This design comes from an exercise in tuning for small area, a short achievable clock period and few clock cycles on the open sky130 flow, not from production work.
Function was checked by simulation only, so behaviour that the tests miss may differ from the original.
Power and IR drop assume default switching activity.

==> flow/design.v (excerpt) <==
module csg_ray_span_combine (
  input  logic                       clk,
  input  logic                       rst,
  input  logic                       cfg_write_en,
  input  logic [csgsc_pkg::OP_W-1:0] cfg_write_data,
  input  logic                       cmd_valid,
  output logic                       cmd_ready,
  input  csgsc_pkg::cmd_beat_t       cmd_beat,
  output logic                       res_valid,
  input  logic                       res_ready,
  output csgsc_pkg::res_beat_t       res_beat
);
For scale: roughly 3,600 cells after synthesis, about 1,900 flip-flops, roughly 110 I/O pins.
export LEC_CHECK = 0
export CAP_MARGIN = 20
export CORE_MARGIN = 2
export CORE_UTILIZATION = 40
export CTS_CLUSTER_DIAMETER = 120
export CTS_CLUSTER_SIZE = 22
export PLACE_DENSITY = 0.85
export SETUP_SLACK_MARGIN = 3.0
export SLEW_MARGIN = 20
create_clock -name core_clock -period 5.5 [get_ports {clk}]
standard.sh (not shown) runs the stock make flow with config.mk's settings and CLKGATE_MAP_FILE= SYNTH_SCRIPT=/design/flow/synth_recipe.tcl, a recipe that flattens the netlist after the stock synthesis.
==> flow/flow/run.sh <==
#!/bin/bash
# Standard layout, with the port buffers made from buf_4 instead of the
# slow delay buffer buffer_ports picks by default.
set -euo pipefail
export BUFFER_PORTS_ARGS="-buffer_cell sky130_fd_sc_hd__buf_4"
bash standard.sh > standard_flow.log 2>&1
Testbench counts at the start, summed over its fixed seeds: cycles 5,559.
Then changed:
- PLACE_DENSITY: 0.85 -> unset
Effect: Non-clock buffer count went down by 53. Synthesized cell count stays the same. Via count goes down by 11%. Wire length drops by 13%. Design area fell by 0.95%.
Then changed:
- ABC_CLOCK_PERIOD_IN_PS: unset -> 2500
What happened:
- The new run ran to the end with no violations
- global-route usage is unchanged
- clock-buffer cell count stays the same
- register-to-register slack is about the same
- sequential power stays flat
- setup slack is unchanged
- non-clock buffer count stays the same
- cell count stays the same
- utilization stays the same
- clock power stays flat
Then changed:
- ABC_CLOCK_PERIOD_IN_PS: 2500 -> unset
- CTS_CLUSTER_DIAMETER: 120 -> 100
- CTS_CLUSTER_SIZE: 22 -> 18
=>
- power rises by a few percent
- hold slack stays flat
- first-iteration DRC count rises by a few percent
- clock-buffer cell count rises by 28
- worst setup slack gains 0.035 ns
- cell area rises slightly

========
Setup of job 6206:
csg_ray_span_combine again, from the RTL that the note above started with.
==> flow/design.v (excerpt) <==
module csg_ray_span_combine (
  input  logic                       clk,
  input  logic                       rst,
  input  logic                       cfg_write_en,
  input  logic [csgsc_pkg::OP_W-1:0] cfg_write_data,
  input  logic                       cmd_valid,
  output logic                       cmd_ready,
  input  csgsc_pkg::cmd_beat_t       cmd_beat,
  output logic                       res_valid,
  input  logic                       res_ready,
  output csgsc_pkg::res_beat_t       res_beat
);
==> flow/config.mk <==
export PLATFORM = sky130hd
export DESIGN_NAME = csg_ray_span_combine
export DESIGN_NICKNAME = csg_ray_span_combine
export VERILOG_FILES = /design/flow/design.v
export SDC_FILE = /design/flow/constraint.sdc
export NUM_CORES = 4
export LEC_CHECK = 0
export CAP_MARGIN = 20
export CORE_MARGIN = 2
export CORE_UTILIZATION = 40
export CTS_CLUSTER_DIAMETER = 120
export CTS_CLUSTER_SIZE = 22
export SETUP_SLACK_MARGIN = 3.0
export SLEW_MARGIN = 20
export TNS_END_PERCENT = 20
==> flow/constraint.sdc <==
create_clock -name core_clock -period 5.5 [get_ports {clk}]
set_input_delay 1.1000 -clock core_clock [delete_from_list [all_inputs] [get_ports {clk}]]
set_output_delay 1.1000 -clock core_clock [all_outputs]
set_load 0.01 [all_outputs]
Scripts as last shown in full above: flow/flow/run.sh
Job 6206: all stages complete, timing, DRC and antenna checks passed
Testbench counts of job 6206, summed over its fixed seeds: cycles 5,559.
What job 8908 does differently from job 6206 at the input level:
Settings: removing TNS_END_PERCENT (formerly 20); changing SETUP_SLACK_MARGIN from 3.0 to 2.9; setting PLACE_DENSITY to 0.75 for the first time.
[summary]
Final RePlAce weighted congestion (job 8908 over job 6206): increase, 5.4%. Job 8908 vs. job 6206: maximum frequency barely changed; met3 demand-to-capacity share in global routing climbed 0.39 points; total power divided by cell area barely changed. Going from job 6206 to job 8908, final area essentially unchanged, area fraction in compound gates after synthesis about even, total vias in the final route increased 398. Job 8908 reached the end of the flow, and the finished layout is clean on the timing, design-rule and antenna checks. Looking at job 8908 and job 6206, the setup slack after layout is a wash. Maximum number of pins on one net before global-route repair ends up higher on job 8908. | worst slack on hold paths | job 8908 vs job 6206 | worse |.
For job 8024, these inputs were changed with respect to job 8908:
Settings: SETUP_SLACK_MARGIN now 3.0, was 2.9; CTS_CLUSTER_SIZE no longer set, was 22; CTS_CLUSTER_DIAMETER no longer set, was 120; PLACE_DENSITY no longer set, was 0.75.
[summary]
- For number of fill cells, job 8908 and job 8024 come out practically identical.
- Re critical path depth: job 8024 and job 8908 aren't equal, and the lower value belongs to job 8908.
- Job 8024 was carried through to the last stage, and its layout satisfied the timing, design-rule and antenna checks.
- Job 8024 vs. job 8908: fraction of area in clock buffers and inverters up 3.6 points; final design utilization up 2.4 points; clock-buffer cell count up 99; total placed cells including tap cells flat; final design area excluding fillers up about 5.5%.
- Job 8024 against job 8908: share of layout cells above drive strength 1 now sits higher; combinational power now sits higher.
Edits applied to the flow inputs when going from job 8024 to job 2397:
Settings: TNS_END_PERCENT now 50, previously not set; CTS_CLUSTER_SIZE now 22, previously not set; PLACE_DENSITY now 0.75, previously not set; CTS_CLUSTER_DIAMETER now 120, previously not set.
### Flow results
Both conditions hold for job 2397: the flow ran to the end and the final layout passed the timing, design-rule and antenna checks.
NOTE length of routed wiring on met1 job 8024->job 2397 decreased by more than 10%
When the final numbers for job 8024 and job 2397 were put side by side, the number of antenna violations at the first check in global routing turned out to be smaller in job 8024.
Combinational share of power up 3.0 points in job 2397 wrt job 8024
Start point of the critical path = wpb[0]: job 2397; start point of the critical path = hda0[19]: job 8024
Against job 8024, job 2397 reports a maximum number of pins on one net before global-route repair that is lower.
Job 8024 -> job 2397: number of instances in the synthesized netlist delta 0, exact match
Going from job 8024 to job 2397, fraction of area in multi-input gates grows by 0.67 points.

afterwards: timing with drivers on the ports:
The flow's constraints put no driver on any port. The routed layouts listed below were extracted and timed again, unchanged, in two steps. Step 1 (the two cells are an assumption about what drives the block):
set clk [get_ports {clk}]
set_driving_cell -lib_cell sky130_fd_sc_hd__clkbuf_16 $clk
set_driving_cell -lib_cell sky130_fd_sc_hd__buf_2 [delete_from_list [all_inputs] $clk]
Step 2 times the ports against the registers' clock, not the clock port: input delays grow and output delays shrink by t, the midpoint of the rising clock arrivals with the driver on. Slacks: no drivers / after step 1 / after step 2; pairs: no drivers / after step 1.
run	t (ns)	setup WS [ns]	worst hold slack (ns)	clock arrival spread, ns	worst slew at a driven data input, ns
the first run of note 1	0.845	2.783 / 2.783 / 2.307	0.417 / 0.417 / 0.417	0.063 / 0.063	0.18
the second run of note 1	0.849	2.878 / 2.850 / 2.295	0.424 / 0.424 / 0.424	0.044 / 0.045	0.16
the third run of note 1	0.849	2.878 / 2.850 / 2.295	0.424 / 0.424 / 0.424	0.044 / 0.045	0.16
the fourth run of note 1	0.869	2.912 / 2.831 / 2.329	0.424 / 0.424 / 0.424	0.071 / 0.071	0.16
job 6206	0.823	2.836 / 2.786 / 2.224	0.428 / 0.428 / 0.428	0.066 / 0.066	0.13
job 8908	0.817	2.838 / 2.838 / 2.188	0.425 / 0.425 / 0.425	0.047 / 0.047	0.17
job 8024	0.905	2.902 / 2.833 / 2.292	0.416 / 0.416 / 0.416	0.047 / 0.046	0.15
job 2397	0.840	2.812 / 2.812 / 2.212	0.413 / 0.413 / 0.413	0.082 / 0.082	0.21
After both steps every run listed still meets setup and hold. For job 8908, which loses most, drivers alone change the setup slack by 0.000 ns; drivers and shift together by -0.650 ns.
